From an optimization exercise on the open Yosys and OpenROAD flow, aimed at small area, a short achievable clock period and few clock cycles per item; shortcuts taken in it are not production practice. Only simulation tests tie the RTL to the original design; equivalence was not proved. No activity file was given, so power comes from the tool's default toggle rates.

## flow/config.mk

```make
export PLATFORM = sky130hd
export DESIGN_NAME = layer_ctrl_top
export DESIGN_NICKNAME = layer_ctrl_top
export VERILOG_FILES = /design/flow/design.v
export SDC_FILE = /design/flow/constraint.sdc
export NUM_CORES = 4
export LEC_CHECK = 0
export CAP_MARGIN = 20
export CORE_MARGIN = 2
export CORE_UTILIZATION = 45
export CTS_CLUSTER_DIAMETER = 80
export CTS_CLUSTER_SIZE = 24
export SETUP_SLACK_MARGIN = 2.4
export SLEW_MARGIN = 20
export TNS_END_PERCENT = 5
```

## flow/constraint.sdc

```tcl
create_clock -name core_clock -period 5.0 [get_ports {clk}]
set_input_delay 1.0000 -clock core_clock [delete_from_list [all_inputs] [get_ports {clk}]]
set_output_delay 1.0000 -clock core_clock [all_outputs]
set_load 0.01 [all_outputs]
```

## flow/design.v

```verilog
package lc_pkg;
	localparam int LC_ADDR_W = 8;
	localparam int LC_DATA_W = 32;
	localparam int LC_RF_DATA_W = 24;
	localparam int LC_RF_DEPTH = 16;
	localparam int LC_RF_ADDR_W = 4;
	localparam int LC_MEM_DEPTH = 64;
	localparam int LC_MEM_ADDR_W = 6;
	localparam int LC_CNT_W = 8;
	localparam int LC_FUNC_W = 4;
	localparam logic [LC_FUNC_W-1:0] FUNC_RF_WR = 4'd0;
	localparam logic [LC_FUNC_W-1:0] FUNC_RF_RD = 4'd1;
	localparam logic [LC_FUNC_W-1:0] FUNC_MEM_WR = 4'd2;
	localparam logic [LC_FUNC_W-1:0] FUNC_MEM_RD = 4'd3;
	localparam logic IO_HOLD = 1'b1;
endpackage
`timescale 1ns/10ps
import lc_pkg::*;
module lc_word_counter
(
	input  logic                 clk,
	input  logic                 arst_n,
	input  logic                 cnt_load,
	input  logic [LC_ADDR_W-1:0] cnt_start,
	input  logic                 len_load,
	input  logic [LC_CNT_W-1:0]  cnt_len,
	input  logic                 cnt_step,
	input  logic                 len_step,
	output logic [LC_ADDR_W-1:0] cnt_addr,
	output logic [LC_ADDR_W-1:0] cnt_next,
	output logic [LC_CNT_W-1:0]  remain
);
	always_comb
	begin
		if (cnt_load)
			cnt_next = cnt_start;
		else if (cnt_step)
			cnt_next = cnt_addr + 1'b1;
		else
			cnt_next = cnt_addr;
	end
	always_ff @(posedge clk or negedge arst_n)
	begin
		if (!arst_n)
			cnt_addr <= '0;
		else
			cnt_addr <= cnt_next;
	end
	always_ff @(posedge clk or negedge arst_n)
	begin
		if (!arst_n)
			remain <= '0;
		else if (len_load)
			remain <= cnt_len;
		else if (len_step)
			remain <= remain - 1'b1;
	end
endmodule
`timescale 1ns/10ps
import lc_pkg::*;
module lc_regfile
(
	input  logic                    clk,
	input  logic                    arst_n,
	input  logic                    rf_load,
	input  logic [LC_RF_ADDR_W-1:0] rf_waddr,
	input  logic [LC_RF_DATA_W-1:0] rf_wdata,
	input  logic [LC_RF_DEPTH-1:0]  rf_rsel,
	output logic [LC_RF_DATA_W-1:0] rf_rdata
);
	logic [LC_RF_DATA_W-1:0] regs [LC_RF_DEPTH];
	logic [LC_RF_DEPTH-1:0] valid;
	always_ff @(posedge clk or negedge arst_n)
	begin
		if (!arst_n)
			valid <= '0;
		else if (rf_load)
			valid[rf_waddr] <= 1'b1;
	end
	always_ff @(posedge clk)
	begin
		if (rf_load)
			regs[rf_waddr] <= rf_wdata;
	end
	always_comb
	begin
		rf_rdata = '0;
		for (int i = 0; i < LC_RF_DEPTH; i++)
			rf_rdata = rf_rdata | (regs[i] & {LC_RF_DATA_W{rf_rsel[i] & valid[i]}});
	end
endmodule
`timescale 1ns/10ps
import lc_pkg::*;
module lc_mem
(
	input  logic                     clk,
	input  logic                     mem_we,
	input  logic [LC_MEM_DEPTH-1:0]  mem_ptr,
	input  logic [LC_DATA_W-1:0]     mem_wdata,
	input  logic                     mem_ren,
	output logic [LC_DATA_W-1:0]     mem_rdata
);
	logic [LC_DATA_W-1:0] mem [LC_MEM_DEPTH];
	logic [LC_DATA_W-1:0] rd;
	always_ff @(posedge clk)
	begin
		for (int i = 0; i < LC_MEM_DEPTH; i++)
			if (mem_we && mem_ptr[i])
				mem[i] <= mem_wdata;
	end
	always_comb
	begin
		rd = '0;
		for (int i = 0; i < LC_MEM_DEPTH; i++)
			rd = rd | (mem[i] & {LC_DATA_W{mem_ptr[i]}});
		mem_rdata = rd & {LC_DATA_W{mem_ren}};
	end
endmodule
`timescale 1ns/10ps
import lc_pkg::*;
module lc_isolation
(
	input  logic                 lc_isolation,
	input  logic                 rx_ack_lc,
	input  logic [LC_ADDR_W-1:0] tx_addr_lc,
	input  logic [LC_DATA_W-1:0] tx_data_lc,
	input  logic                 tx_req_lc,
	input  logic                 tx_pend_lc,
	output logic                 rx_ack,
	output logic [LC_ADDR_W-1:0] tx_addr,
	output logic [LC_DATA_W-1:0] tx_data,
	output logic                 tx_req,
	output logic                 tx_pend
);
	logic hold;
	assign hold = (lc_isolation == IO_HOLD);
	assign rx_ack = rx_ack_lc & ~hold;
	assign tx_addr = tx_addr_lc & {LC_ADDR_W{~hold}};
	assign tx_data = tx_data_lc & {LC_DATA_W{~hold}};
	assign tx_req = tx_req_lc & ~hold;
	assign tx_pend = tx_pend_lc & ~hold;
endmodule
`timescale 1ns/10ps
import lc_pkg::*;
module lc_fsm
(
	input  logic                     clk,
	input  logic                     arst_n,
	input  logic [LC_ADDR_W-1:0]     rx_addr,
	input  logic [LC_DATA_W-1:0]     rx_data,
	input  logic                     rx_req,
	input  logic                     rx_pend,
	input  logic                     tx_ack,
	input  logic [LC_RF_DATA_W-1:0]  rf_rdata,
	input  logic [LC_DATA_W-1:0]     mem_rdata,
	input  logic [LC_ADDR_W-1:0]     cnt_addr,
	input  logic [LC_ADDR_W-1:0]     cnt_next,
	input  logic [LC_CNT_W-1:0]      remain,
	output logic [LC_MEM_DEPTH-1:0]  mem_ptr,
	output logic                     mem_ren,
	output logic [LC_RF_DEPTH-1:0]   rf_rsel,
	output logic                     rx_ack_lc,
	output logic [LC_ADDR_W-1:0]     tx_addr_lc,
	output logic [LC_DATA_W-1:0]     tx_data_lc,
	output logic                     tx_req_lc,
	output logic                     tx_pend_lc,
	output logic                     rf_load,
	output logic                     mem_we,
	output logic                     cnt_load,
	output logic [LC_ADDR_W-1:0]     cnt_start,
	output logic                     len_load,
	output logic                     cnt_step,
	output logic                     len_step
);
	logic [LC_FUNC_W-1:0] func;
	logic take;
	logic is_read;
	logic in_msg;
	logic rd_mem;
	logic rd_mem_next;
	logic tx_raise;
	logic tx_done;
	assign func = rx_addr[LC_FUNC_W-1:0];
	assign take = rx_req && !rx_ack_lc;
	assign is_read = (func == FUNC_RF_RD) || (func == FUNC_MEM_RD);
	assign tx_done = tx_req_lc && tx_ack;
	assign tx_raise = !tx_req_lc && !tx_ack && (remain != '0);
	always_ff @(posedge clk or negedge arst_n)
	begin
		if (!arst_n)
		begin
			rx_ack_lc <= 1'b0;
			tx_req_lc <= 1'b0;
			in_msg <= 1'b0;
		end
		else
		begin
			rx_ack_lc <= rx_req;
			if (take)
				in_msg <= rx_pend;
			if (tx_done)
				tx_req_lc <= 1'b0;
			else if (tx_raise)
				tx_req_lc <= 1'b1;
		end
	end
	always_ff @(posedge clk)
	begin
		if (take && is_read)
			tx_addr_lc <= rx_data[15:8];
		rd_mem <= rd_mem_next;
		tx_pend_lc <= (remain != LC_CNT_W'(1));
		tx_data_lc <= mem_rdata | {cnt_addr & {LC_ADDR_W{!rd_mem}}, rf_rdata};
	end
	assign rd_mem_next = (take && is_read) ? func[1] : rd_mem;
	always_ff @(posedge clk)
	begin
		for (int i = 0; i < LC_MEM_DEPTH; i++)
			mem_ptr[i] <= (cnt_next[LC_MEM_ADDR_W-1:0] == LC_MEM_ADDR_W'(i));
		for (int i = 0; i < LC_RF_DEPTH; i++)
			rf_rsel[i] <= !rd_mem_next && (cnt_next[LC_RF_ADDR_W-1:0] == LC_RF_ADDR_W'(i));
	end
	assign mem_ren = rd_mem;
	assign rf_load = take && (func == FUNC_RF_WR);
	assign mem_we = take && (func == FUNC_MEM_WR) && in_msg;
	assign cnt_load = take && (is_read || (func == FUNC_MEM_WR && !in_msg));
	assign cnt_start = is_read ? rx_data[31:24] : rx_data[7:0];
	assign cnt_step = mem_we || tx_done;
	assign len_load = take && is_read;
	assign len_step = tx_done;
endmodule
`timescale 1ns/10ps
import lc_pkg::*;
module layer_ctrl_top
(
	input  logic                 clk,
	input  logic                 arst_n,
	input  logic                 lc_isolation,
	input  logic [LC_ADDR_W-1:0] rx_addr,
	input  logic [LC_DATA_W-1:0] rx_data,
	input  logic                 rx_req,
	input  logic                 rx_pend,
	output logic                 rx_ack,
	output logic [LC_ADDR_W-1:0] tx_addr,
	output logic [LC_DATA_W-1:0] tx_data,
	output logic                 tx_req,
	output logic                 tx_pend,
	input  logic                 tx_ack
);
	logic rx_ack_lc;
	logic [LC_ADDR_W-1:0] tx_addr_lc;
	logic [LC_DATA_W-1:0] tx_data_lc;
	logic tx_req_lc;
	logic tx_pend_lc;
	logic rf_load;
	logic [LC_RF_DATA_W-1:0] rf_rdata;
	logic mem_we;
	logic [LC_DATA_W-1:0] mem_rdata;
	logic cnt_load;
	logic [LC_ADDR_W-1:0] cnt_start;
	logic len_load;
	logic cnt_step;
	logic len_step;
	logic [LC_ADDR_W-1:0] cnt_addr;
	logic [LC_ADDR_W-1:0] cnt_next;
	logic [LC_CNT_W-1:0] remain;
	logic [LC_MEM_DEPTH-1:0] mem_ptr;
	logic mem_ren;
	logic [LC_RF_DEPTH-1:0] rf_rsel;
	lc_fsm u_fsm (
		.clk        (clk),
		.arst_n     (arst_n),
		.rx_addr    (rx_addr),
		.rx_data    (rx_data),
		.rx_req     (rx_req),
		.rx_pend    (rx_pend),
		.tx_ack     (tx_ack),
		.rf_rdata   (rf_rdata),
		.mem_rdata  (mem_rdata),
		.cnt_addr   (cnt_addr),
		.cnt_next   (cnt_next),
		.remain     (remain),
		.mem_ptr    (mem_ptr),
		.mem_ren    (mem_ren),
		.rf_rsel    (rf_rsel),
		.rx_ack_lc  (rx_ack_lc),
		.tx_addr_lc (tx_addr_lc),
		.tx_data_lc (tx_data_lc),
		.tx_req_lc  (tx_req_lc),
		.tx_pend_lc (tx_pend_lc),
		.rf_load    (rf_load),
		.mem_we     (mem_we),
		.cnt_load   (cnt_load),
		.cnt_start  (cnt_start),
		.len_load   (len_load),
		.cnt_step   (cnt_step),
		.len_step   (len_step)
	);
	lc_word_counter u_counter (
		.clk       (clk),
		.arst_n    (arst_n),
		.cnt_load  (cnt_load),
		.cnt_start (cnt_start),
		.len_load  (len_load),
		.cnt_len   (rx_data[23:16]),
		.cnt_step  (cnt_step),
		.len_step  (len_step),
		.cnt_addr  (cnt_addr),
		.cnt_next  (cnt_next),
		.remain    (remain)
	);
	lc_isolation u_isolation (
		.lc_isolation (lc_isolation),
		.rx_ack_lc    (rx_ack_lc),
		.tx_addr_lc   (tx_addr_lc),
		.tx_data_lc   (tx_data_lc),
		.tx_req_lc    (tx_req_lc),
		.tx_pend_lc   (tx_pend_lc),
		.rx_ack       (rx_ack),
		.tx_addr      (tx_addr),
		.tx_data      (tx_data),
		.tx_req       (tx_req),
		.tx_pend      (tx_pend)
	);
	lc_regfile u_regfile (
		.clk      (clk),
		.arst_n   (arst_n),
		.rf_load  (rf_load),
		.rf_waddr (rx_data[27:24]),
		.rf_wdata (rx_data[23:0]),
		.rf_rsel  (rf_rsel),
		.rf_rdata (rf_rdata)
	);
	lc_mem u_mem (
		.clk       (clk),
		.mem_we    (mem_we),
		.mem_ptr   (mem_ptr),
		.mem_wdata (rx_data),
		.mem_ren   (mem_ren),
		.mem_rdata (mem_rdata)
	);
endmodule
```

## flow/flow/run.sh

```bash
#!/bin/bash
# The standard layout, with the isolation input and every output port placed
# together on the die's edge, so that the isolation clamp's net stays short,
# and buf_4 as the port buffers.
set -euo pipefail
export BUFFER_PORTS_ARGS="-buffer_cell sky130_fd_sc_hd__buf_4"
export PLACE_PINS_ARGS="-group_pins {lc_isolation rx_ack tx_req tx_pend tx_addr[0] tx_addr[1] tx_addr[2] tx_addr[3] tx_addr[4] tx_addr[5] tx_addr[6] tx_addr[7] tx_data[0] tx_data[1] tx_data[2] tx_data[3] tx_data[4] tx_data[5] tx_data[6] tx_data[7] tx_data[8] tx_data[9] tx_data[10] tx_data[11] tx_data[12] tx_data[13] tx_data[14] tx_data[15] tx_data[16] tx_data[17] tx_data[18] tx_data[19] tx_data[20] tx_data[21] tx_data[22] tx_data[23] tx_data[24] tx_data[25] tx_data[26] tx_data[27] tx_data[28] tx_data[29] tx_data[30] tx_data[31]}"
bash standard.sh > standard.log 2>&1
```

## flow/standard.sh

```bash
#!/bin/bash
# synth_recipe.tcl (not shown) runs the flow's synth.tcl, then flattens the netlist and writes it again
# the make line also repeats each setting of config.mk as NAME=value (left out here)
make -C /OpenROAD-flow-scripts/flow DESIGN_CONFIG=/design/flow/config.mk WORK_HOME=/design/flow/orfs CLKGATE_MAP_FILE= SYNTH_SCRIPT=/design/flow/synth_recipe.tcl "${@:-finish}"
```

==> results of run 1 <==
[cells in the final DEF (no fill, tap or decap), types with 16 or more instances in the layout]
cell       count
edfxtp_1    2440
a22oi_1      658
buf_4        421
a22o_1       261
a221oi_1     230
nand4_1      172
clkbuf_16    142
buf_12       118
nand3_1       91
buf_6         59
dfxtp_4       58
dfxtp_1       49
diode_2       43
nor2b_1       43
nor3_2        43
nor2_1        42
a221oi_2      37
and2_4        36
nand2_1       35
dfrtp_1       34
and2_2        30
clkbuf_1      28
and3_1        25
nor3_1        22
and2_1        17
o41ai_4       16
[routing by layer]
layer  vias to the layer above  wire, µm
li1                      21500         -
met1                     30500    127000
met2                      6105    164000
met3                      1230     65400
met4                        40     27700
met5                         -       867
[power groups by stage]
stage / clock network [mW] / registers, mW / logic [mW]
floorplan: 0 / 24.5 / 2.19
global placement: 0 / 25.0 / 5.10
detailed placement: 0 / 25.0 / 5.10
CTS: 12.0 / 24.3 / 6.15
global route: 12.8 / 24.3 / 6.94
finish: 12.1 / 24.3 / 6.94
[critical path, stage by stage (launching register included)]
cell     delay [ps]
dfxtp_4         430
buf_4           240
a22oi_1         360
nand4_1         180
or4_1           650
o41ai_1         490
buf_4           250
nand4_1         110
[logic make-up (layout without fill, tap and decap cells)]
group                      after synthesis  after routing  synth area share
adders and majority gates                9              9           0.00122
and+or+nand+nor                        647            649            0.0409
muxes                                   11             11           0.00125
other                                    0             43                 0
AOI/OAI and AO/OA                     1295           1297             0.113
xor gates and xnor gates                15             15           0.00179
DFF                                   2589           2589             0.829
buffers and inverters                  286            829            0.0121
[registers in the layout (all words and copies together), names as in the netlist]
signal and flops:
u_counter.cnt_addr 8, u_counter.remain 8, u_fsm.in_msg 1, u_fsm.mem_ptr 64, u_fsm.rd_mem 1, u_fsm.rf_rsel 16, u_fsm.rx_ack_lc 1, u_fsm.tx_addr_lc 8
u_fsm.tx_data_lc 32, u_fsm.tx_pend_lc 1, u_fsm.tx_req_lc 1, u_mem.mem 2048, u_regfile.regs 384, u_regfile.valid 16
[stage by stage]
stage,hold WS [ps],total power [mW]
CTS,128,42.5
detailed placement,437,30.1
finish,128,43.4
global route,149,44.1
global placement,429,30.1
floorplan,420,26.7
[cell usage after synthesis (43+ instances only)]
cell type	number
edfxtp_1	2440
nand4_1	172
a22oi_1	668
nand3_1	100
clkbuf_1	210
nor2_1	58
buf_1	51
a221oi_1	270
dfxtp_1	114
nor3_1	50
and2_1	81
nor2b_1	43
a22o_1	262
[what timing repair did]
| item | 4_1_cts | 5_1_grt |
|---|---|---|
| hold buffers | 0 | 0 |
| setup endpoints to repair | 2496 | 1898 |
| hold endpoints to repair | 0 | 0 |
| pin swaps | 70 | 33 |
| gates resized for setup | 299 | 109 |
| buffers inserted | 193 | 32 |
| gates cloned | 7 | 10 |
[final cells by class]
cell class | count | area [µm²]
Sequential cell | 2589 | 76700
Clock inverter | 24 | 354
Inverter | 9 | 43.8
Tap cell | 2688 | 3360
Multi-Input combinational cell | 1981 | 16100
Timing Repair Buffer | 633 | 6980
Fill cell | 16000 | 97100
Clock buffer | 163 | 3470
Antenna cell | 43 | 108
[final timing paths]
| check | start | endpoint | slack [ps] | cells past startpoint |
|---|---|---|---|---|
| min reg2reg | u_regfile.valid[1] | u_regfile.valid[1] | 460 | 1 |
| max | u_fsm.mem_ptr[12] | u_fsm.tx_data_lc[3] | 2140 | 7 |
| min in group core_clock | tx_ack | u_fsm.tx_req_lc | 330 | 2 |
| max in group asynchronous | arst_n | u_fsm.rx_ack_lc | 4480 | 1 |
| min | arst_n | u_counter.cnt_addr[2] | 130 | 1 |
| max reg2reg | u_fsm.mem_ptr[12] | u_fsm.tx_data_lc[3] | 2140 | 7 |
==> flow_metrics.env, run 1 <==
export IMPL_syn_cell_area_mm2=0.0922
export IMPL_grt_max_degree=83
export IMPL_synth_yosys_seq_area_share=0.829
export IMPL_layout_drive_gt1_share=0.210
export IMPL_hold_class="input pin to async pin"
export IMPL_seq_power_share=0.561
export IMPL_crit_type="register to register"
export IMPL_worst_pin_slew_ps=1070
export IMPL_grt_usage=0.359
export IMPL_grt_busiest_layer="met2"
export IMPL_clock_latency_ps=860
export IMPL_gp_congestion=0.925
export IMPL_layout_min_cycle_time_ps=2860
export IMPL_grtUsageMet2=0.522
export IMPL_crit_required_ps=5720
export IMPL_crit_arrival_ps=3580
export IMPL_fin_worst_skew_ps=50.4
export IMPL_portBuffers=84
export IMPL_rsz0062_at_grt="true"
export IMPL_initial_core_util=0.451
export IMPL_synth_nets=4907
export IMPL_hpwl_mm=214
export IMPL_p_int_mw=31.3
export IMPL_syn2layout_area_growth_pct=16.2
export IMPL_crit_fanout=9
export IMPL_slew_headroom=0.286
export IMPL_ys_ff_latch=2589
export IMPL_final_util=0.524
export IMPL_final_period_utilization=0.573
export IMPL_worst_setup_path_start_kind="register"
export IMPL_final_nets=5399
export IMPL_ir_drop_mv=0.415
export IMPL_first_global_vias=53300
export IMPL_maxSlewViolCount=0
export IMPL_clkPwrFrac=0.279
export IMPL_die_area_mm2=0.208
export IMPL_initialDrtViolationCount=12800
export IMPL_hold_viol_final=0
export IMPL_avgSynthCellArea_um2=19.0
export IMPL_end_kind="register"
export IMPL_final_setup_tns_ps=0
export IMPL_met1_usage=0.461
export IMPL_gr_total_overflow=0
export IMPL_setup_viol_count_final=0
export IMPL_antenna_found_initial=46
export IMPL_max_cap_violations=0
export IMPL_ioPinCount=89
export IMPL_htreeDepth=4
export IMPL_synth_ff_type="edfxtp_1"
export IMPL_clock_sinks=2589
export IMPL_leakage_nw=33.7
export IMPL_synth_area_leaders="edfxtp_1 (80%), a22oi_1 (5.4%), a221oi_1 (2.6%)"
export IMPL_fin_area_mm2=0.107
export IMPL_ys_warn_count=5
export IMPL_core_mm2=0.204
export IMPL_remaining_drc_errors=0
export IMPL_sw_frac_of_total=0.279
export IMPL_cts_tree="yes"
export IMPL_synth_edf_count=2440
export IMPL_powerDensity_mw_per_mm2=406
export IMPL_synth_top_cell_area_share=0.795
export IMPL_final_antenna_net_count=0
export IMPL_synth_top_cell_by_area="edfxtp_1"
export IMPL_vias_per_cell=7.30
export IMPL_status="finished clean"
export IMPL_p_sw_mw=12.1
export IMPL_die_h_um=457
export IMPL_grt_pass1_wl_mm=496
export IMPL_pwr_share_comb=0.160
export IMPL_placementRows=166
export IMPL_cts_buffers=130
export IMPL_async_reset_ff_frac=0.0135
export IMPL_vias=59300
export IMPL_final_cells=8130
export IMPL_worst_slack_ps=2140
export IMPL_cts_root_buf="clkbuf_16"
export IMPL_pre_cts_ws_ps=1200
export IMPL_syn_inst=4852
export IMPL_use_met3=0.139
export IMPL_dpl_cell_area_mm2=0.0986
export IMPL_wl_per_cell_um=47.4
export IMPL_fmax_mhz=349
export IMPL_clk_pin_slew_ps=100
export IMPL_die_x_um=457
export IMPL_drt_wl_total_mm=385
export IMPL_clockBufferDepth=3
export IMPL_firstDrtPassIters=8
export IMPL_placed_cells=7658
export IMPL_synthDistinctLibCells=62
Testbench counts, summed over its fixed seeds: cycles 11,902, words 5,951.
==> inputs of run 2 (changes only) <==
--- a/flow/config.mk
+++ b/flow/config.mk
@@ -13,3 +13,3 @@
 export SETUP_SLACK_MARGIN = 2.4
 export SLEW_MARGIN = 20
-export TNS_END_PERCENT = 5
+export TNS_END_PERCENT = 10
==> run 2 against run 1 <==
Compared with the run above: still clean on timing, DRC and antenna; combinational power hardly changed; clock power hardly changed; area after synthesis stayed put; cell area is 0.16% higher; register-to-register slack worse by 40 ps.
==> flow_metrics.env, run 2 <==
export IMPL_hold_viol_final=0
export IMPL_drt_wl_total_mm=391
export IMPL_slowest_stage="o41ai_4"
export IMPL_clock_latency_ps=850
export IMPL_layout_drive_gt1_share=0.213
export IMPL_grt_usage=0.361
export IMPL_synth_top_cell_area_share=0.795
export IMPL_wl_per_cell_um=48.0
export IMPL_synth_yosys_seq_area_share=0.829
export IMPL_clockBufferDepth=3
export IMPL_cp_slowest_stage_delay_ps=720
export IMPL_final_cell_mix="edfxtp_1 (2,440), a22oi_1 (662), buf_4 (455)"
export IMPL_placementRows=166
export IMPL_cts_tree="yes"
export IMPL_yosysMostFrequentCell="edfxtp_1"
export IMPL_die_x_um=457
export IMPL_final_period_utilization=0.581
export IMPL_syn_inst=4852
export IMPL_maxSlewViolCount=0
export IMPL_ys_ff_latch=2589
export IMPL_htreeDepth=4
export IMPL_grtUsageMet2=0.524
export IMPL_ir_drop_mv=0.393
export IMPL_grt_max_degree=82
export IMPL_use_met3=0.145
export IMPL_crit_required_ps=5640
export IMPL_path_buf_inv=1
export IMPL_syn_cell_area_mm2=0.0922
export IMPL_synth_ff_type="edfxtp_1"
export IMPL_ioPinCount=89
export IMPL_vias=59700
export IMPL_crit_fanout=9
export IMPL_die_area_mm2=0.208
export IMPL_cts_root_buf="clkbuf_16"
export IMPL_ys_warn_count=5
export IMPL_met1_usage=0.464
export IMPL_leakage_nw=33.9
export IMPL_worst_setup_path_start_kind="register"
export IMPL_final_nets=5429
export IMPL_gr_total_overflow=0
export IMPL_final_common_cell="edfxtp_1"
export IMPL_top_regs="u_mem.mem x2048, u_regfile.regs x384, u_fsm.mem_ptr x64"
export IMPL_synth_top_cell_by_area="edfxtp_1"
export IMPL_regToRegSetupSlack_ps=2100
export IMPL_max_cap_violations=0
export IMPL_synth_nets=4907
export IMPL_grt_busiest_layer="met2"
export IMPL_hold_class="input pin to async pin"
export IMPL_synth_area_leaders="edfxtp_1 (80%), a22oi_1 (5.4%), a221oi_1 (2.6%)"
export IMPL_slew_headroom=0.123
export IMPL_powerDensity_mw_per_mm2=404
export IMPL_clock_sinks=2589
export IMPL_end_kind="register"
export IMPL_final_setup_tns_ps=0
export IMPL_critical_path_depth=6
export IMPL_reg2regPathDepth=6
export IMPL_worstPathCellList="buf_4, a221oi_2, nand3_2, or4_4, o41ai_4, nand4_1"
export IMPL_core_mm2=0.204
export IMPL_syn2layout_area_growth_pct=16.4
export IMPL_clk_pin_slew_ps=100
export IMPL_initialDrtViolationCount=13900
export IMPL_cp_top_family="compound AO/OA/AOI/OAI gates"
export IMPL_portBuffers=84
export IMPL_gp_congestion=0.906
export IMPL_final_antenna_net_count=0
export IMPL_cts_buffers=130
export IMPL_yosys_top_cells_count="edfxtp_1 (2,440), a22oi_1 (668), a221oi_1 (270)"
export IMPL_firstDrtPassIters=9
export IMPL_total_power_mw=43.3
export IMPL_regMostFlops="u_mem.mem"
export IMPL_rsz0062_at_grt="true"
export IMPL_initial_core_util=0.451
export IMPL_vias_per_cell=7.33
export IMPL_crit_type="register to register"
export IMPL_layout_min_cycle_time_ps=2900
export IMPL_grt_pass1_wl_mm=498
export IMPL_async_reset_ff_frac=0.0135
export IMPL_setup_viol_count_final=0
export IMPL_rr_startpoint="u_fsm.mem_ptr[61]"
export IMPL_status="finished clean"
export IMPL_hpwl_mm=213
export IMPL_fmax_mhz=345
export IMPL_avgSynthCellArea_um2=19.0
export IMPL_remaining_drc_errors=0
export IMPL_antenna_found_initial=47
export IMPL_largest_reg_flops=2048
export IMPL_fin_worst_skew_ps=53.7
export IMPL_die_h_um=457
export IMPL_first_global_vias=53200
export IMPL_synthDistinctLibCells=62
export IMPL_synth_edf_count=2440
export IMPL_reg2reg_to="u_fsm.tx_data_lc[19]"
export IMPL_worst_pin_slew_ps=1310
export IMPL_crit_arrival_ps=3540
==> run 2: logic make-up after synthesis <==
group,share of synthesized area
mux,0.00125
xor+xnor,0.00179
flops,0.829
buf+inv,0.0121
fa+ha+maj,0.00122
compound gates,0.113
simple gates,0.0409
==> run 2: repair_timing <==
action / 4_1_cts / 5_1_grt
gates resized for setup: 290 / 107
hold buffers: 0 / 0
gates cloned: 8 / 11
buffers inserted: 188 / 62
pin swaps: 67 / 46
endpoints found under the setup margin: 2523 / 1617
==> run 2: metrics by stage <==
stage          hold WS, ps  setup slack, ps  instances   util  instance area, µm²
2_1_floorplan          420             1820       4852      -               92300
3_3_place_gp           430             1120       7661  0.483               98600
3_5_place_dp           435             1190       7661  0.483               98600
4_1_cts                126             2130       8039  0.518              106000
5_1_grt                157             2070       8121  0.525              107000
6_report               139             2100       8142  0.525              107000
==> run 2: cell type report <==
type                       count  area, µm²
fill                       16000      96900
sequential                  2589      76700
multi-input combinational   1979      16100
timing repair buffer         665       7230
clock buffer                 162       3460
tap                         2688       3360
clock inverter                20        309
antenna                       30       75.1
inverter                       9       43.8
==> run 2: per-layer routing <==
metal  wire length (µm)  up-vias
li1                   -    21500
met1             128000    30500
met2             165000     6290
met3              68600     1409
met4              29100       40
met5                262        -
==> run 2: worst max-delay path by stage <==
| stage | slack (ps) | end | startpoint |
|---|---|---|---|
| after floorplan | 1820 | u_regfile.regs[13][0] | rx_addr[3] |
| after global placement | 1120 | u_fsm.tx_data_lc[4] | u_fsm.mem_ptr[3] |
| after detailed placement | 1190 | u_regfile.regs[0][23] | rx_addr[3] |
| after CTS | 2130 | u_fsm.tx_data_lc[4] | u_fsm.mem_ptr[27] |
| after global routing | 2070 | u_fsm.tx_data_lc[12] | u_fsm.mem_ptr[32] |
| final | 2100 | u_fsm.tx_data_lc[19] | u_fsm.mem_ptr[61] |
==> run 2: power breakdown <==
group	switching, mW	total [mW]	internal (mW)
registers	0.448	24.4	23.9
logic	4.77	6.95	2.18
clock network	6.86	12.0	5.18
total	12.1	43.3	31.3
==> inputs of run 3 (changes only) <==
--- a/flow/config.mk
+++ b/flow/config.mk
@@ -11,5 +11,5 @@
 export CTS_CLUSTER_DIAMETER = 80
 export CTS_CLUSTER_SIZE = 24
-export SETUP_SLACK_MARGIN = 2.4
+export SETUP_SLACK_MARGIN = 2.2
 export SLEW_MARGIN = 20
-export TNS_END_PERCENT = 10
+export TNS_END_PERCENT = 5
==> run 3 against run 2 <==
Compared with the run above: still clean; worst hold slack got worse by 12 ps; non-clock buffer count fell by 146; first-iteration DRC count fell by 5.2%; die area did not move; total power fell by 1.6%; maximum frequency fell by 5.9%; clock-buffer cell count rose by 1; clock power barely moved.
==> flow_metrics.env, run 3 <==
export IMPL_status="finished clean"
export IMPL_dpl_cell_area_mm2=0.0986
export IMPL_fin_area_mm2=0.105
export IMPL_synth_area_leaders="edfxtp_1 (80%), a22oi_1 (5.4%), a221oi_1 (2.6%)"
export IMPL_die_h_um=457
export IMPL_grt_usage=0.352
export IMPL_clock_sinks=2589
export IMPL_synth_top_cell_by_area="edfxtp_1"
export IMPL_slew_headroom=0.185
export IMPL_synth_simple_area_share=0.0409
export IMPL_grtUsageMet2=0.517
export IMPL_firstDrtPassIters=8
export IMPL_end_kind="register"
export IMPL_first_global_vias=52400
export IMPL_cp_top_family="simple AND/OR/NAND/NOR gates"
export IMPL_vias_per_cell=7.30
export IMPL_synth_yosys_seq_area_share=0.829
export IMPL_final_antenna_net_count=0
export IMPL_yosysMostFrequentCell="edfxtp_1"
export IMPL_cts_tree="yes"
export IMPL_placed_cells=7658
export IMPL_layout_min_cycle_time_ps=3090
export IMPL_vias=58300
export IMPL_final_cells=7989
export IMPL_wl_per_cell_um=47.1
export IMPL_final_nets=5282
export IMPL_synth_xor_area_frac=0.00179
export IMPL_hpwl_mm=214
export IMPL_fin_worst_skew_ps=44.9
export IMPL_worstPathCellList="or4b_4, nor3_4, buf_12, clkbuf_16, and2_4, buf_12"
export IMPL_pre_cts_ws_ps=1200
export IMPL_drt_wl_total_mm=376
export IMPL_gp_congestion=0.925
export IMPL_clock_latency_ps=850
export IMPL_gr_total_overflow=0
export IMPL_holdBufCountCts=0
export IMPL_met1_usage=0.464
export IMPL_synth_edf_count=2440
export IMPL_initialDrtViolationCount=13200
export IMPL_ys_ff_latch=2589
export IMPL_final_period_utilization=0.617
export IMPL_crit_arrival_ps=3600
export IMPL_async_reset_ff_frac=0.0135
export IMPL_syn_inst=4852
export IMPL_final_cell_mix="edfxtp_1 (2,440), a22oi_1 (665), buf_4 (389)"
export IMPL_n_fill_cell=16300
export IMPL_seq_area_mm2=0.0766
export IMPL_crit_required_ps=5510
export IMPL_ioPinCount=89
export IMPL_avgSynthCellArea_um2=19.0
export IMPL_synth_compound_gate_area_share=0.113
export IMPL_core_mm2=0.204
export IMPL_synth_ff_type="edfxtp_1"
export IMPL_synth_top_family_by_area="compound AO/OA/AOI/OAI gates"
export IMPL_portBuffers=84
export IMPL_clockBufferDepth=3
export IMPL_hold_viol_final=0
export IMPL_die_x_um=457
export IMPL_max_cap_violations=0
export IMPL_remaining_drc_errors=0
export IMPL_synth_nets=4907
export IMPL_cp_slowest_stage_delay_ps=610
export IMPL_synthMuxAreaShare=0.00125
export IMPL_cpMostUsedCell="buf_12"
export IMPL_largest_reg_flops=2048
export IMPL_cts_root_buf="clkbuf_16"
export IMPL_top_regs="u_mem.mem x2048, u_regfile.regs x384, u_fsm.mem_ptr x64"
export IMPL_layout_drive_gt1_share=0.177
export IMPL_worst_setup_path_start_kind="register"
export IMPL_htreeDepth=4
export IMPL_placementRows=166
export IMPL_final_common_cell="edfxtp_1"
export IMPL_final_setup_tns_ps=0
export IMPL_crit_type="register to register"
export IMPL_ir_drop_mv=0.411
export IMPL_initial_core_util=0.451
export IMPL_yosys_top_cells_count="edfxtp_1 (2,440), a22oi_1 (668), a221oi_1 (270)"
export IMPL_synthDistinctLibCells=62
export IMPL_synth_fa_ha_area_frac=0.00122
export IMPL_path_buf_inv=3
export IMPL_regMostFlops="u_mem.mem"
export IMPL_worst_slack_ps=1910
export IMPL_grt_max_degree=83
export IMPL_syn_cell_area_mm2=0.0922
export IMPL_grt_pass1_wl_mm=488
export IMPL_use_met3=0.118
export IMPL_powerDensity_mw_per_mm2=408
export IMPL_fmax_mhz=324
export IMPL_clk_pin_slew_ps=90
export IMPL_multiInputGateArea_mm2=0.0154
export IMPL_setup_viol_count_final=0
export IMPL_die_area_mm2=0.208
export IMPL_ys_warn_count=5
export IMPL_cts_buffers=130
export IMPL_leakage_nw=32.7
export IMPL_hold_class="input pin to async pin"
export IMPL_synth_top_cell_area_share=0.795
export IMPL_slowest_stage="or4b_4"
export IMPL_grt_busiest_layer="met2"
export IMPL_crit_fanout=35
export IMPL_rsz0062_at_grt="true"
export IMPL_worst_pin_slew_ps=1220
export IMPL_maxSlewViolCount=0
export IMPL_antenna_found_initial=50
export IMPL_syn2layout_area_growth_pct=13.5
==> run 3: cell count changes in the layout (fill, tap and decap cells not counted), sizes merged, moves of 2 or more <==
| cell | before | now |
|---|---|---|
| diode | 30 | 19 |
| inv | 15 | 18 |
| o31a | 4 | 2 |
| clkinv | 9 | 11 |
| buf | 650 | 517 |
| bufbuf | 5 | 0 |
| clkbuf | 172 | 165 |
==> run 3: area by class of cell <==
cell class	instances	area share
clock buffer	163	0.0332
tap	2688	0.0322
antenna	19	0.000455
multi-input combinational	1978	0.147
timing repair buffer	519	0.0506
clock inverter	24	0.00339
inverter	9	0.000347
sequential	2589	0.733
==> run 3: metrics by stage <==
stage / util / total power [mW] / hold WS (ps)
floorplan: - / 26.7 / 420
global placement: 0.483 / 30.1 / 429
detailed placement: 0.483 / 30.1 / 437
CTS: 0.509 / 42.1 / 128
global route: 0.512 / 43.3 / 147
finish: 0.512 / 42.7 / 128
==> run 3: metal layers <==
layer	vias up	routed length, µm
li1	21200	-
met1	30100	128000
met2	5817	162000
met3	1189	60700
met4	30	25900
met5	-	184
==> run 3: worst paths after layout <==
kind | startpoint | end | slack (ps) | depth (start not counted)
max in group asynchronous | arst_n | u_fsm.rx_ack_lc | 4490 | 1
worst max-delay path | u_fsm.rx_ack_lc | u_mem.mem[53][13] | 1910 | 6
worst min-delay path | arst_n | u_regfile.valid[0] | 130 | 1
worst max register to register | u_fsm.rx_ack_lc | u_mem.mem[53][13] | 1910 | 6
worst min register to register | u_regfile.valid[12] | u_regfile.valid[12] | 460 | 1
min in group core_clock | tx_ack | u_fsm.tx_req_lc | 330 | 2
==> run 3: cells by family (layout without fill, tap and decap cells) <==
family                   after synthesis  after routing
flip-flops                          2589           2589
AO/OA/AOI/OAI                       1295           1295
AND/OR/NAND/NOR                      647            648
buffers and inverters                286            715
XOR/XNOR                              15             15
multiplexers                          11             11
adder cells (fa/ha/maj)                9              9
other                                  0             19
==> run 3: where the power goes <==
group | total, mW | internal (mW) | leakage, nW | switching (mW)
logic | 6.15 | 1.83 | 7.47 | 4.32
clock network | 12.1 | 5.18 | 1.85 | 6.91
registers | 24.4 | 23.9 | 23.3 | 0.504
total | 42.7 | 30.9 | 32.7 | 11.7
==> run 3: what timing repair did <==
item	in CTS	in global routing
resized for setup	154	34
buffers inserted	90	32
gates cloned	1	2
pin swaps	25	14
endpoints found under the setup margin	1931	2048
==> inputs of run 4 (changes only) <==
--- a/flow/config.mk
+++ b/flow/config.mk
@@ -6,10 +6,10 @@
 export NUM_CORES = 4
 export LEC_CHECK = 0
-export CAP_MARGIN = 20
+export CAP_MARGIN = 10
 export CORE_MARGIN = 2
 export CORE_UTILIZATION = 45
 export CTS_CLUSTER_DIAMETER = 80
 export CTS_CLUSTER_SIZE = 24
-export SETUP_SLACK_MARGIN = 2.2
-export SLEW_MARGIN = 20
+export SETUP_SLACK_MARGIN = 2.4
+export SLEW_MARGIN = 10
 export TNS_END_PERCENT = 5
==> run 4 against run 3 <==
Compared with the run above: critical endpoint is now u_fsm.tx_data_lc[3]; clock skew grew 5.6 ps; highest routed layer unchanged; sequential share of layout area shrank 1.7 points; cell area grew 2.4%; final cell count grew 1.8%; sequential power is essentially flat; utilization grew 1.2 points; worst hold slack is essentially flat; largest power group unchanged.
==> flow_metrics.env, run 4 <==
export IMPL_synth_fa_ha_area_frac=0.00122
export IMPL_die_h_um=457
export IMPL_placementRows=166
export IMPL_core_mm2=0.204
export IMPL_final_period_utilization=0.573
export IMPL_layout_drive_gt1_share=0.210
export IMPL_cts_buffers=130
export IMPL_synthMuxAreaShare=0.00125
export IMPL_hold_class="input pin to async pin"
export IMPL_maxSlewViolCount=0
export IMPL_grt_usage=0.359
export IMPL_final_antenna_net_count=0
export IMPL_final_cell_mix="edfxtp_1 (2,440), a22oi_1 (658), buf_4 (421)"
export IMPL_antenna_found_initial=46
export IMPL_leakage_nw=33.7
export IMPL_n_fill_cell=16000
export IMPL_vias_per_cell=7.30
export IMPL_powerDensity_mw_per_mm2=406
export IMPL_holdBufCountCts=0
export IMPL_worst_pin_slew_ps=1070
export IMPL_gr_total_overflow=0
export IMPL_seq_area_mm2=0.0767
export IMPL_synth_nets=4907
export IMPL_clockBufferDepth=3
export IMPL_worst_setup_path_start_kind="register"
export IMPL_synthDistinctLibCells=62
export IMPL_gp_congestion=0.925
export IMPL_drt_wl_total_mm=385
export IMPL_wl_per_cell_um=47.4
export IMPL_cp_slowest_stage_delay_ps=650
export IMPL_top_regs="u_mem.mem x2048, u_regfile.regs x384, u_fsm.mem_ptr x64"
export IMPL_syn_inst=4852
export IMPL_ioPinCount=89
export IMPL_syn2layout_area_growth_pct=16.2
export IMPL_synth_simple_area_share=0.0409
export IMPL_crit_required_ps=5720
export IMPL_synth_ff_type="edfxtp_1"
export IMPL_synth_top_family_by_area="compound AO/OA/AOI/OAI gates"
export IMPL_synth_xor_area_frac=0.00179
export IMPL_portBuffers=84
export IMPL_cts_root_buf="clkbuf_16"
export IMPL_largest_reg_flops=2048
export IMPL_hpwl_mm=214
export IMPL_async_reset_ff_frac=0.0135
export IMPL_ys_warn_count=5
export IMPL_crit_fanout=9
export IMPL_synth_top_cell_by_area="edfxtp_1"
export IMPL_die_x_um=457
export IMPL_yosysMostFrequentCell="edfxtp_1"
export IMPL_syn_cell_area_mm2=0.0922
export IMPL_slowest_stage="or4_1"
export IMPL_remaining_drc_errors=0
export IMPL_path_buf_inv=2
export IMPL_vias=59300
export IMPL_synth_top_cell_area_share=0.795
export IMPL_layout_min_cycle_time_ps=2860
export IMPL_max_cap_violations=0
export IMPL_crit_type="register to register"
export IMPL_grt_pass1_wl_mm=496
export IMPL_fin_area_mm2=0.107
export IMPL_htreeDepth=4
export IMPL_cts_tree="yes"
export IMPL_end_kind="register"
export IMPL_first_global_vias=53300
export IMPL_initialDrtViolationCount=12800
export IMPL_cp_top_family="simple AND/OR/NAND/NOR gates"
export IMPL_dpl_cell_area_mm2=0.0986
export IMPL_grt_max_degree=83
export IMPL_firstDrtPassIters=8
export IMPL_status="finished clean"
export IMPL_clk_pin_slew_ps=100
export IMPL_clock_latency_ps=860
export IMPL_yosys_top_cells_count="edfxtp_1 (2,440), a22oi_1 (668), a221oi_1 (270)"
export IMPL_final_nets=5399
export IMPL_multiInputGateArea_mm2=0.0161
export IMPL_avgSynthCellArea_um2=19.0
export IMPL_worstPathCellList="buf_4, a22oi_1, nand4_1, or4_1, o41ai_1, buf_4, nand4_1"
export IMPL_final_setup_tns_ps=0
export IMPL_regMostFlops="u_mem.mem"
export IMPL_fin_worst_skew_ps=50.4
export IMPL_rsz0062_at_grt="true"
export IMPL_ys_ff_latch=2589
export IMPL_setup_viol_count_final=0
export IMPL_synth_yosys_seq_area_share=0.829
export IMPL_clock_sinks=2589
export IMPL_slew_headroom=0.286
export IMPL_crit_arrival_ps=3580
export IMPL_synth_area_leaders="edfxtp_1 (80%), a22oi_1 (5.4%), a221oi_1 (2.6%)"
export IMPL_synth_edf_count=2440
export IMPL_final_common_cell="edfxtp_1"
export IMPL_fmax_mhz=349
export IMPL_initial_core_util=0.451
export IMPL_die_area_mm2=0.208
export IMPL_hold_viol_final=0
export IMPL_synth_compound_gate_area_share=0.113
export IMPL_ir_drop_mv=0.415
## run 4: cell counts after synthesis
No cell type changed its count.
## run 4: power by group
group | total, mW | switching (mW) | internal [mW]
clock | 12.1 | 6.95 | 5.18
sequential | 24.3 | 0.436 | 23.9
combinational | 6.94 | 4.73 | 2.21
total | 43.4 | 12.1 | 31.3
## run 4: layout make-up
type,instances,area share
antenna,43,0.00101
clock buffer,163,0.0324
clock inverter,24,0.00331
inverter,9,0.000409
multi-input combinational,1981,0.150
sequential,2589,0.716
tap,2688,0.0314
timing repair buffer,633,0.0652
## run 4: stage by stage
| step | util | instances | total power [mW] | hold WS [ps] | worst slack [ps] |
|---|---|---|---|---|---|
| after floorplan | - | 4852 | 26.7 | 420 | 1820 |
| after global placement | 0.483 | 7658 | 30.1 | 429 | 1200 |
| after detailed placement | 0.483 | 7658 | 30.1 | 437 | 1200 |
| after CTS | 0.518 | 8045 | 42.5 | 128 | 2110 |
| after global routing | 0.524 | 8112 | 44.1 | 149 | 2160 |
| final | 0.524 | 8130 | 43.4 | 128 | 2140 |
## run 4: kinds of logic (layout without fill, tap and decap cells)
family          after synthesis  after routing
compound gates             1295           1297
xor+xnor                     15             15
fa+ha+maj                     9              9
buf+inv                     286            829
flops                      2589           2589
mux                          11             11
other cells                   0             43
simple gates                647            649
## run 4: final timing paths
| path | endpoint | slack [ps] | cells past startpoint | startpoint |
|---|---|---|---|---|
| setup / recovery | u_fsm.tx_data_lc[3] | 2140 | 7 | u_fsm.mem_ptr[12] |
| hold / removal | u_counter.cnt_addr[2] | 130 | 1 | arst_n |
| setup reg to reg | u_fsm.tx_data_lc[3] | 2140 | 7 | u_fsm.mem_ptr[12] |
| hold reg to reg | u_regfile.valid[1] | 460 | 1 | u_regfile.valid[1] |
| max in group asynchronous | u_fsm.rx_ack_lc | 4480 | 1 | arst_n |
| min in group core_clock | u_fsm.tx_req_lc | 330 | 2 | tx_ack |
## run 4: what timing repair did
item                        CTS  global route
resized for setup           299           109
setup buffers               193            32
setup endpoints to repair  2496          1898
hold endpoints to repair      0             0
cloned                        7            10
pin swaps                    70            33
## run 4: routing by layer
layer  global-route usage  wire [µm]  share of wire  up-vias
li1                     -          -              -    21500
met1                0.461     127000           0.33    30500
met2                0.522     164000           0.43     6105
met3                0.139      65400           0.17     1230
met4                0.201      27700          0.072       40
met5               0.0117        867         0.0022        -
==> inputs of run 5 (changes only) <==
--- a/flow/design.v
+++ b/flow/design.v
@@ -63,6 +63,5 @@
 	input  logic                    clk,
 	input  logic                    arst_n,
-	input  logic                    rf_load,
-	input  logic [LC_RF_ADDR_W-1:0] rf_waddr,
+	input  logic [LC_RF_DEPTH-1:0]  rf_we,
 	input  logic [LC_RF_DATA_W-1:0] rf_wdata,
 	input  logic [LC_RF_DEPTH-1:0]  rf_rsel,
@@ -75,11 +74,12 @@
 		if (!arst_n)
 			valid <= '0;
-		else if (rf_load)
-			valid[rf_waddr] <= 1'b1;
+		else
+			valid <= valid | rf_we;
 	end
 	always_ff @(posedge clk)
 	begin
-		if (rf_load)
-			regs[rf_waddr] <= rf_wdata;
+		for (int i = 0; i < LC_RF_DEPTH; i++)
+			if (rf_we[i])
+				regs[i] <= rf_wdata;
 	end
 	always_comb
@@ -165,5 +165,5 @@
 	output logic                     tx_req_lc,
 	output logic                     tx_pend_lc,
-	output logic                     rf_load,
+	output logic [LC_RF_DEPTH-1:0]   rf_we,
 	output logic                     mem_we,
 	output logic                     cnt_load,
@@ -214,13 +214,30 @@
 	end
 	assign rd_mem_next = (take && is_read) ? func[1] : rd_mem;
+	always_ff @(posedge clk or negedge arst_n)
+	begin
+		if (!arst_n)
+			mem_ptr <= LC_MEM_DEPTH'(1);
+		else if (cnt_load)
+		begin
+			for (int i = 0; i < LC_MEM_DEPTH; i++)
+				mem_ptr[i] <= (cnt_start[LC_MEM_ADDR_W-1:0] == LC_MEM_ADDR_W'(i));
+		end
+		else if (cnt_step)
+			mem_ptr <= {mem_ptr[LC_MEM_DEPTH-2:0], mem_ptr[LC_MEM_DEPTH-1]};
+	end
 	always_ff @(posedge clk)
 	begin
-		for (int i = 0; i < LC_MEM_DEPTH; i++)
-			mem_ptr[i] <= (cnt_next[LC_MEM_ADDR_W-1:0] == LC_MEM_ADDR_W'(i));
-		for (int i = 0; i < LC_RF_DEPTH; i++)
-			rf_rsel[i] <= !rd_mem_next && (cnt_next[LC_RF_ADDR_W-1:0] == LC_RF_ADDR_W'(i));
+		if (cnt_load)
+		begin
+			for (int i = 0; i < LC_RF_DEPTH; i++)
+				rf_rsel[i] <= !rd_mem_next && (cnt_start[LC_RF_ADDR_W-1:0] == LC_RF_ADDR_W'(i));
+		end
+		else if (cnt_step)
+			rf_rsel <= {rf_rsel[LC_RF_DEPTH-2:0], rf_rsel[LC_RF_DEPTH-1]};
 	end
 	assign mem_ren = rd_mem;
-	assign rf_load = take && (func == FUNC_RF_WR);
+	always_comb
+		for (int i = 0; i < LC_RF_DEPTH; i++)
+			rf_we[i] = take && (func == FUNC_RF_WR) && (rx_data[27:24] == LC_RF_ADDR_W'(i));
 	assign mem_we = take && (func == FUNC_MEM_WR) && in_msg;
 	assign cnt_load = take && (is_read || (func == FUNC_MEM_WR && !in_msg));
@@ -253,5 +270,5 @@
 	logic tx_req_lc;
 	logic tx_pend_lc;
-	logic rf_load;
+	logic [LC_RF_DEPTH-1:0] rf_we;
 	logic [LC_RF_DATA_W-1:0] rf_rdata;
 	logic mem_we;
@@ -289,5 +306,5 @@
 		.tx_req_lc  (tx_req_lc),
 		.tx_pend_lc (tx_pend_lc),
-		.rf_load    (rf_load),
+		.rf_we      (rf_we),
 		.mem_we     (mem_we),
 		.cnt_load   (cnt_load),
@@ -326,6 +343,5 @@
 		.clk      (clk),
 		.arst_n   (arst_n),
-		.rf_load  (rf_load),
-		.rf_waddr (rx_data[27:24]),
+		.rf_we    (rf_we),
 		.rf_wdata (rx_data[23:0]),
 		.rf_rsel  (rf_rsel),
--- a/flow/config.mk
+++ b/flow/config.mk
@@ -6,5 +6,5 @@
 export NUM_CORES = 4
 export LEC_CHECK = 0
-export CAP_MARGIN = 10
+export CAP_MARGIN = 20
 export CORE_MARGIN = 2
 export CORE_UTILIZATION = 45
@@ -12,4 +12,4 @@
 export CTS_CLUSTER_SIZE = 24
 export SETUP_SLACK_MARGIN = 2.4
-export SLEW_MARGIN = 10
+export SLEW_MARGIN = 20
 export TNS_END_PERCENT = 5
==> run 5 against run 4 <==
Compared with the run above: clock power is essentially flat; combinational power grew 83%; largest cell class unchanged; critical path type unchanged; largest power group unchanged; cell area grew 3.0%; die area increased by 1.7%; critical path depth is 1 lower; first-iteration DRC count rose by 8.2%; wire length grew 4.2%; sequential share of layout area decreased by 1.6 points.
==> flow_metrics.env, run 5 <==
export IMPL_hold_viol_final=0
export IMPL_clk_pin_slew_ps=100
export IMPL_grt_usage=0.370
export IMPL_leakage_nw=35.5
export IMPL_powerDensity_mw_per_mm2=455
export IMPL_clock_latency_ps=860
export IMPL_largest_reg_flops=2048
export IMPL_p_int_mw=33.4
export IMPL_cp_top_family="simple AND/OR/NAND/NOR gates"
export IMPL_die_h_um=460
export IMPL_worst_setup_path_start_kind="register"
export IMPL_synth_fa_ha_area_frac=0.000534
export IMPL_cts_root_buf="clkbuf_16"
export IMPL_clock_sinks=2589
export IMPL_holdWs_ps=177
export IMPL_setup_viol_count_final=0
export IMPL_layout_min_cycle_time_ps=2890
export IMPL_final_nets=5544
export IMPL_gp_congestion=0.902
export IMPL_crit_required_ps=5700
export IMPL_die_x_um=460
export IMPL_synthMuxAreaShare=0.00202
export IMPL_total_power_mw=50.2
export IMPL_slew_headroom=0.296
export IMPL_crit_arrival_ps=3590
export IMPL_fmax_mhz=346
export IMPL_regMostFlops="u_mem.mem"
export IMPL_avgSynthCellArea_um2=18.8
export IMPL_core_mm2=0.207
export IMPL_layout_drive_gt1_share=0.238
export IMPL_vias_per_cell=7.43
export IMPL_synth_edf_count=2456
export IMPL_maxSlewViolCount=0
export IMPL_syn_inst=4980
export IMPL_final_antenna_net_count=0
export IMPL_synth_ff_type="edfxtp_1"
export IMPL_path_buf_inv=1
export IMPL_gr_total_overflow=0
export IMPL_slowest_stage="or4_4"
export IMPL_ir_drop_mv=0.383
export IMPL_synth_yosys_seq_area_share=0.821
export IMPL_sw_frac_of_total=0.333
export IMPL_worst_pin_slew_ps=1060
export IMPL_final_setup_tns_ps=0
export IMPL_clockBufferDepth=3
export IMPL_route_met3_wl_mm=74.2
export IMPL_synthDistinctLibCells=50
export IMPL_grt_pass1_wl_mm=517
export IMPL_seq_power_share=0.503
export IMPL_initial_core_util=0.453
export IMPL_p_sw_mw=16.7
export IMPL_synth_area_leaders="edfxtp_1 (79%), a22o_1 (4.6%), a221oi_1 (4.6%)"
export IMPL_hpwl_mm=218
export IMPL_final_period_utilization=0.578
export IMPL_synth_simple_area_share=0.0335
export IMPL_worst_slack_ps=2110
export IMPL_wl_per_cell_um=48.0
export IMPL_crit_fanout=4
export IMPL_hold_class="input pin to async pin"
export IMPL_synth_xor_area_frac=0.000654
export IMPL_met1_length_mm=133
export IMPL_grt_max_degree=98
export IMPL_die_area_mm2=0.212
export IMPL_top_layer="met5"
export IMPL_wl_met2_mm=166
export IMPL_synth_top_family_by_area="compound AO/OA/AOI/OAI gates"
export IMPL_max_cap_violations=0
export IMPL_regToRegSetupSlack_ps=2110
export IMPL_synth_top_cell_area_share=0.787
export IMPL_top_regs="u_mem.mem x2048, u_regfile.regs x384, u_fsm.mem_ptr x64"
export IMPL_synth_top_cell_by_area="edfxtp_1"
export IMPL_pwr_share_comb=0.252
export IMPL_fin_worst_skew_ps=59.8
export IMPL_ioPinCount=89
export IMPL_initialDrtViolationCount=13900
export IMPL_cts_tree="yes"
export IMPL_worstPathCellList="buf_6, a22o_4, a221oi_4, nand4_1, or4_4, a211o_1"
export IMPL_clkPwrFrac=0.244
export IMPL_synth_compound_gate_area_share=0.127
export IMPL_ys_ff_latch=2589
export IMPL_rsz0062_at_grt="true"
export IMPL_firstDrtPassIters=10
export IMPL_yosys_top_cells_count="edfxtp_1 (2,456), a22o_1 (493), a221oi_1 (492)"
export IMPL_holdBufCountCts=0
export IMPL_antenna_found_initial=30
export IMPL_vias=62100
export IMPL_remaining_drc_errors=0
export IMPL_syn2layout_area_growth_pct=17.7
export IMPL_drt_wl_total_mm=402
export IMPL_cts_buffers=132
export IMPL_placementRows=167
export IMPL_final_cell_mix="edfxtp_1 (2,456), a22o_1 (486), buf_4 (458)"
export IMPL_first_global_vias=54900
export IMPL_end_kind="register"
export IMPL_final_common_cell="edfxtp_1"
export IMPL_htreeDepth=4
export IMPL_ys_warn_count=6
export IMPL_yosysMostFrequentCell="edfxtp_1"
export IMPL_synth_nets=5030
export IMPL_pre_cts_ws_ps=1160
export IMPL_async_reset_ff_frac=0.0382
export IMPL_syn_cell_area_mm2=0.0937
export IMPL_status="finished clean"
export IMPL_cp_slowest_stage_delay_ps=730
export IMPL_portBuffers=84
export IMPL_crit_type="register to register"
-- run 5: changes by cell type in the layout (fill, tap and decap cells not counted), sizes merged, moves of 69 or more --
cell	before	now
a22oi	668	216
a22o	262	493
a221oi	270	493
buf	622	728
dfxtp	114	34
a21oi	15	84
-- run 5: power by group through the flow --
stage / combinational [mW] / sequential [mW] / clock, mW
floorplan: 3.76 / 24.7 / 0
global placement: 7.26 / 26.9 / 0
detailed placement: 7.28 / 26.9 / 0
CTS: 11.4 / 25.1 / 12.2
global route: 12.1 / 25.2 / 12.9
finish: 12.7 / 25.3 / 12.3
-- run 5: cell type report --
cell class	count	area, µm²
Sequential cell	2589	77100
Clock buffer	158	3530
Multi-Input combinational cell	2029	17200
Inverter	5	32.5
Clock inverter	28	368
Timing Repair Buffer	737	8440
Tap cell	2788	3490
Antenna cell	25	62.6
Fill cell	16100	96800
-- run 5: timing repair --
action / in CTS / in global routing
pin swaps: 135 / 31
gates resized for setup: 456 / 69
buffers inserted: 313 / 27
setup endpoints to repair: 2404 / 1178
cloned: 13 / 3
-- run 5: layer usage --
layer / vias to the layer above / global-route usage
met1: 31800 / 0.472
li1: 22000 / -
met3: 1433 / 0.180
met4: 38 / 0.197
met2: 6779 / 0.518
met5: - / 0.00528
-- run 5: final timing paths --
kind | start | endpoint | cells past startpoint
max in group asynchronous | arst_n | u_fsm.mem_ptr[50] | 2
hold reg to reg | u_regfile.valid[15] | u_regfile.valid[15] | 1
min in group core_clock | rx_req | u_fsm.rx_ack_lc | 1
setup / recovery | u_fsm.mem_ptr[25] | u_fsm.tx_data_lc[23] | 6
hold / removal | arst_n | u_fsm.rx_ack_lc | 1
setup reg to reg | u_fsm.mem_ptr[25] | u_fsm.tx_data_lc[23] | 6
-- run 5: cell families after synthesis --
kind of cell	Yosys count
compound gates	1422
xor+xnor	7
fa+ha+maj	4
buf+inv	364
flops	2589
mux	18
simple gates	576
-- run 5: per-stage QoR --
stage	instance area (µm²)	instances	utilization
after global routing	110000	8336	0.532
after global placement	99800	7792	0.482
after floorplan	94000	4980	-
final	110000	8359	0.533
after detailed placement	99800	7792	0.482
after CTS	110000	8304	0.529
Testbench counts of run 5, summed over its fixed seeds: cycles 11,902, words 5,951.
==> inputs of run 6 (changes only) <==
--- a/flow/design.v
+++ b/flow/design.v
@@ -165,4 +165,5 @@
 	output logic                     tx_req_lc,
 	output logic                     tx_pend_lc,
+	output logic [LC_DATA_W-1:0]     wr_word,
 	output logic [LC_RF_DEPTH-1:0]   rf_we,
 	output logic                     mem_we,
@@ -193,8 +194,14 @@
 			tx_req_lc <= 1'b0;
 			in_msg <= 1'b0;
+			rf_we <= '0;
+			mem_we <= 1'b0;
 		end
 		else
 		begin
 			rx_ack_lc <= rx_req;
+			for (int i = 0; i < LC_RF_DEPTH; i++)
+				rf_we[i] <= take && (func == FUNC_RF_WR) &&
+					(rx_data[27:24] == LC_RF_ADDR_W'(i));
+			mem_we <= take && (func == FUNC_MEM_WR) && in_msg;
 			if (take)
 				in_msg <= rx_pend;
@@ -207,4 +214,5 @@
 	always_ff @(posedge clk)
 	begin
+		wr_word <= rx_data;
 		if (take && is_read)
 			tx_addr_lc <= rx_data[15:8];
@@ -237,8 +245,4 @@
 	end
 	assign mem_ren = rd_mem;
-	always_comb
-		for (int i = 0; i < LC_RF_DEPTH; i++)
-			rf_we[i] = take && (func == FUNC_RF_WR) && (rx_data[27:24] == LC_RF_ADDR_W'(i));
-	assign mem_we = take && (func == FUNC_MEM_WR) && in_msg;
 	assign cnt_load = take && (is_read || (func == FUNC_MEM_WR && !in_msg));
 	assign cnt_start = is_read ? rx_data[31:24] : rx_data[7:0];
@@ -270,4 +274,5 @@
 	logic tx_req_lc;
 	logic tx_pend_lc;
+	logic [LC_DATA_W-1:0] wr_word;
 	logic [LC_RF_DEPTH-1:0] rf_we;
 	logic [LC_RF_DATA_W-1:0] rf_rdata;
@@ -306,4 +311,5 @@
 		.tx_req_lc  (tx_req_lc),
 		.tx_pend_lc (tx_pend_lc),
+		.wr_word    (wr_word),
 		.rf_we      (rf_we),
 		.mem_we     (mem_we),
@@ -344,5 +350,5 @@
 		.arst_n   (arst_n),
 		.rf_we    (rf_we),
-		.rf_wdata (rx_data[23:0]),
+		.rf_wdata (wr_word[23:0]),
 		.rf_rsel  (rf_rsel),
 		.rf_rdata (rf_rdata)
@@ -352,5 +358,5 @@
 		.mem_we    (mem_we),
 		.mem_ptr   (mem_ptr),
-		.mem_wdata (rx_data),
+		.mem_wdata (wr_word),
 		.mem_ren   (mem_ren),
 		.mem_rdata (mem_rdata)
--- a/flow/config.mk
+++ b/flow/config.mk
@@ -9,6 +9,4 @@
 export CORE_MARGIN = 2
 export CORE_UTILIZATION = 45
-export CTS_CLUSTER_DIAMETER = 80
-export CTS_CLUSTER_SIZE = 24
 export SETUP_SLACK_MARGIN = 2.4
 export SLEW_MARGIN = 20
==> run 6 against run 5 <==
Compared with the run above: total power is 16% higher; global-route usage is 1.1 points lower; area after synthesis is 1.0% higher; critical path depth is 3 lower; wire length is 1.4% lower; sequential cell count is 49 higher; cell area is 2.1% higher; clock-buffer cell count is 195 higher; clock skew is 16 ps higher; worst hold slack hardly changed; first-iteration DRC count is 1.6% lower; setup slack worse by 25 ps; critical path type unchanged; largest power group unchanged; highest routed layer unchanged.
==> flow_metrics.env, run 6 <==
export IMPL_status="finished clean"
export IMPL_die_area_mm2=0.214
export IMPL_vias=61800
export IMPL_hold_class="input pin to register"
export IMPL_syn2layout_area_growth_pct=18.9
export IMPL_crit_arrival_ps=3500
export IMPL_placementRows=168
export IMPL_ys_warn_count=6
export IMPL_rsz0062_at_grt="true"
export IMPL_synth_top_cell_area_share=0.779
export IMPL_die_x_um=463
export IMPL_cts_root_buf="clkbuf_16"
export IMPL_clk_pin_slew_ps=60
export IMPL_final_antenna_net_count=0
export IMPL_clkPwrFrac=0.346
export IMPL_synth_top_cell_by_area="edfxtp_1"
export IMPL_avgSynthCellArea_um2=18.8
export IMPL_powerDensity_mw_per_mm2=515
export IMPL_initialDrtViolationCount=13600
export IMPL_yosysMostFrequentCell="edfxtp_1"
export IMPL_cts_buffers=276
export IMPL_remaining_drc_errors=0
export IMPL_layout_min_cycle_time_ps=2920
export IMPL_end_kind="register"
export IMPL_vias_per_cell=7.25
export IMPL_syn_cell_area_mm2=0.0947
export IMPL_largest_reg_flops=2048
export IMPL_final_period_utilization=0.583
export IMPL_seq_power_share=0.445
export IMPL_antenna_found_initial=26
export IMPL_grt_pass1_wl_mm=514
export IMPL_slew_headroom=0.142
export IMPL_p_int_mw=39.9
export IMPL_cts_tree="yes"
export IMPL_portBuffers=84
export IMPL_wl_met2_mm=165
export IMPL_ir_drop_mv=0.462
export IMPL_regMostFlops="u_mem.mem"
export IMPL_hold_viol_final=0
export IMPL_fin_worst_skew_ps=75.9
export IMPL_holdWs_ps=177
export IMPL_gr_total_overflow=0
export IMPL_max_cap_violations=0
export IMPL_gp_congestion=0.850
export IMPL_top_regs="u_mem.mem x2048, u_regfile.regs x384, u_fsm.mem_ptr x64"
export IMPL_worst_pin_slew_ps=1290
export IMPL_synth_nets=5084
export IMPL_hpwl_mm=200
export IMPL_first_global_vias=55900
export IMPL_final_common_cell="edfxtp_1"
export IMPL_drt_wl_total_mm=396
export IMPL_pwr_share_comb=0.210
export IMPL_clock_sinks=2638
export IMPL_route_met3_wl_mm=64.5
export IMPL_ioPinCount=89
export IMPL_clockBufferDepth=4
export IMPL_ys_ff_latch=2638
export IMPL_synthDistinctLibCells=51
export IMPL_crit_type="register to register"
export IMPL_synth_ff_type="edfxtp_1"
export IMPL_leakage_nw=36.9
export IMPL_clock_latency_ps=980
export IMPL_worst_setup_path_start_kind="register"
export IMPL_initial_core_util=0.452
export IMPL_yosys_top_cells_count="edfxtp_1 (2,456), a22o_1 (494), a221oi_1 (492)"
export IMPL_synth_edf_count=2456
export IMPL_maxSlewViolCount=0
export IMPL_core_mm2=0.209
export IMPL_layout_drive_gt1_share=0.220
export IMPL_final_cell_mix="edfxtp_1 (2,456), a22o_1 (491), buf_4 (399)"
export IMPL_firstDrtPassIters=6
export IMPL_sw_frac_of_total=0.311
export IMPL_final_setup_tns_ps=0
export IMPL_htreeDepth=5
export IMPL_top_layer="met5"
export IMPL_final_util=0.538
export IMPL_grt_max_degree=81
export IMPL_grt_usage=0.359
export IMPL_synth_area_leaders="edfxtp_1 (78%), a22o_1 (4.6%), a221oi_1 (4.6%)"
export IMPL_synth_yosys_seq_area_share=0.824
export IMPL_async_reset_ff_frac=0.0440
export IMPL_setup_viol_count_final=0
export IMPL_final_nets=5560
export IMPL_crit_required_ps=5580
export IMPL_die_h_um=463
export IMPL_p_sw_mw=18.0
export IMPL_syn_inst=5034
export IMPL_met1_length_mm=131
export IMPL_fmax_mhz=343
export IMPL_wl_per_cell_um=46.4
export IMPL_n_fill_cell=16400
export IMPL_crit_fanout=28
run 6: routing by layer:
metal | GRT usage | vias up
met5 | 0 | -
met4 | 0.255 | 20
met3 | 0.121 | 1525
met2 | 0.505 | 6522
met1 | 0.468 | 31500
li1 | - | 22300
run 6: final cells by class:
type                       count  area [µm²]  area share
clock inverter               119         987     0.00877
inverter                       5        45.0    0.000400
tap                         2805        3510      0.0312
multi-input combinational   2030       16400       0.146
clock buffer                 353        7560      0.0672
timing repair buffer         559        5750      0.0511
sequential                  2638       78300       0.695
antenna                       16        40.0    0.000356
run 6: worst paths after layout:
check | slack (ps) | to | depth (start not counted) | startpoint
worst max-delay path | 2080 | u_mem.mem[36][6] | 3 | u_fsm.mem_we
worst min-delay path | 180 | u_fsm.wr_word[6] | 1 | rx_data[6]
worst max register to register | 2080 | u_mem.mem[36][6] | 3 | u_fsm.mem_we
worst min register to register | 450 | u_regfile.valid[12] | 1 | u_regfile.valid[12]
max in group asynchronous | 3620 | u_fsm.mem_ptr[29] | 2 | arst_n
min in group asynchronous | 220 | u_counter.remain[5] | 1 | arst_n
run 6: worst max-delay path, stage by stage, from the launching register on:
cell,delay (ps)
dfrtp_4,770
buf_4,490
and2_2,920
buf_12,350
run 6: logic make-up (layout without fill, tap and decap cells):
logic type,Yosys count,after routing,synth area share
flops,2638,2638,0.824
compound gates,1420,1420,0.124
simple gates,580,580,0.0334
buf+inv,366,1036,0.0152
mux,19,19,0.00213
xor+xnor,7,7,0.000648
fa+ha+maj,4,4,0.000529
other cells,0,16,0
run 6: timing repair:
| item | 4_1_cts | 5_1_grt |
|---|---|---|
| resized for setup | 338 | 34 |
| hold buffers | 0 | 0 |
| buffers inserted | 213 | 20 |
| pin swaps | 74 | 14 |
| gates cloned | 5 | 1 |
| endpoints found under the setup margin | 1448 | 425 |
run 6: stage by stage:
stage / setup slack [ps] / total power, mW / instance area, µm² / std cells
final: 2080 / 58.0 / 113000 / 8525
after CTS: 2220 / 56.6 / 112000 / 8485
after global placement: 1440 / 34.6 / 99600 / 7795
after detailed placement: 1410 / 34.6 / 99600 / 7795
after global routing: 2210 / 58.1 / 113000 / 8510
after floorplan: 2280 / 29.0 / 94700 / 5034
run 6: power groups by stage:
stage / Clock (mW) / Sequential (mW) / Combinational (mW)
finish: 20.0 / 25.8 / 12.1
global route: 20.8 / 25.7 / 11.6
CTS: 19.9 / 25.7 / 11.0
detailed placement: 0 / 27.5 / 7.16
global placement: 0 / 27.4 / 7.14
floorplan: 0 / 25.3 / 3.67
Testbench counts of run 6, summed over its fixed seeds: cycles 11,902, words 5,951.

static timing again, ports no longer ideal:
The flow's constraints put no driver on any port. The routed layouts listed below were extracted and timed again, unchanged, in two steps.
Step 1 (the two cells are an assumption about what drives the block):
set clk [get_ports {clk}]
set_driving_cell -lib_cell sky130_fd_sc_hd__clkbuf_16 $clk
set_driving_cell -lib_cell sky130_fd_sc_hd__buf_2 [delete_from_list [all_inputs] $clk]
Step 2 adds t to the input delays and takes it off the output delays; t is the mean of the earliest and latest rising clock arrival at the registers after step 1. Input paths then give back, and output paths get back, about the clock's delay inside the block.
Three values: ideal ports, drivers, drivers and shift; two values: the first two.
run	t (ns)	setup WS [ns]	worst setup path at the end	cell pins on the clock port's net
run 1	0.931	2.137 / 2.116 / 1.359	input to register	1
run 2	0.922	2.097 / 2.097 / 1.322	input to register	1
run 3	0.931	1.915 / 1.915 / 1.246	input to register	1
run 4	0.931	2.137 / 2.116 / 1.359	input to register	1
run 5	0.921	2.108 / 2.067 / 1.407	input to register	1
run 6	1.028	2.083 / 2.083 / 1.480	input to register	1
After both steps every run listed still meets setup and hold.
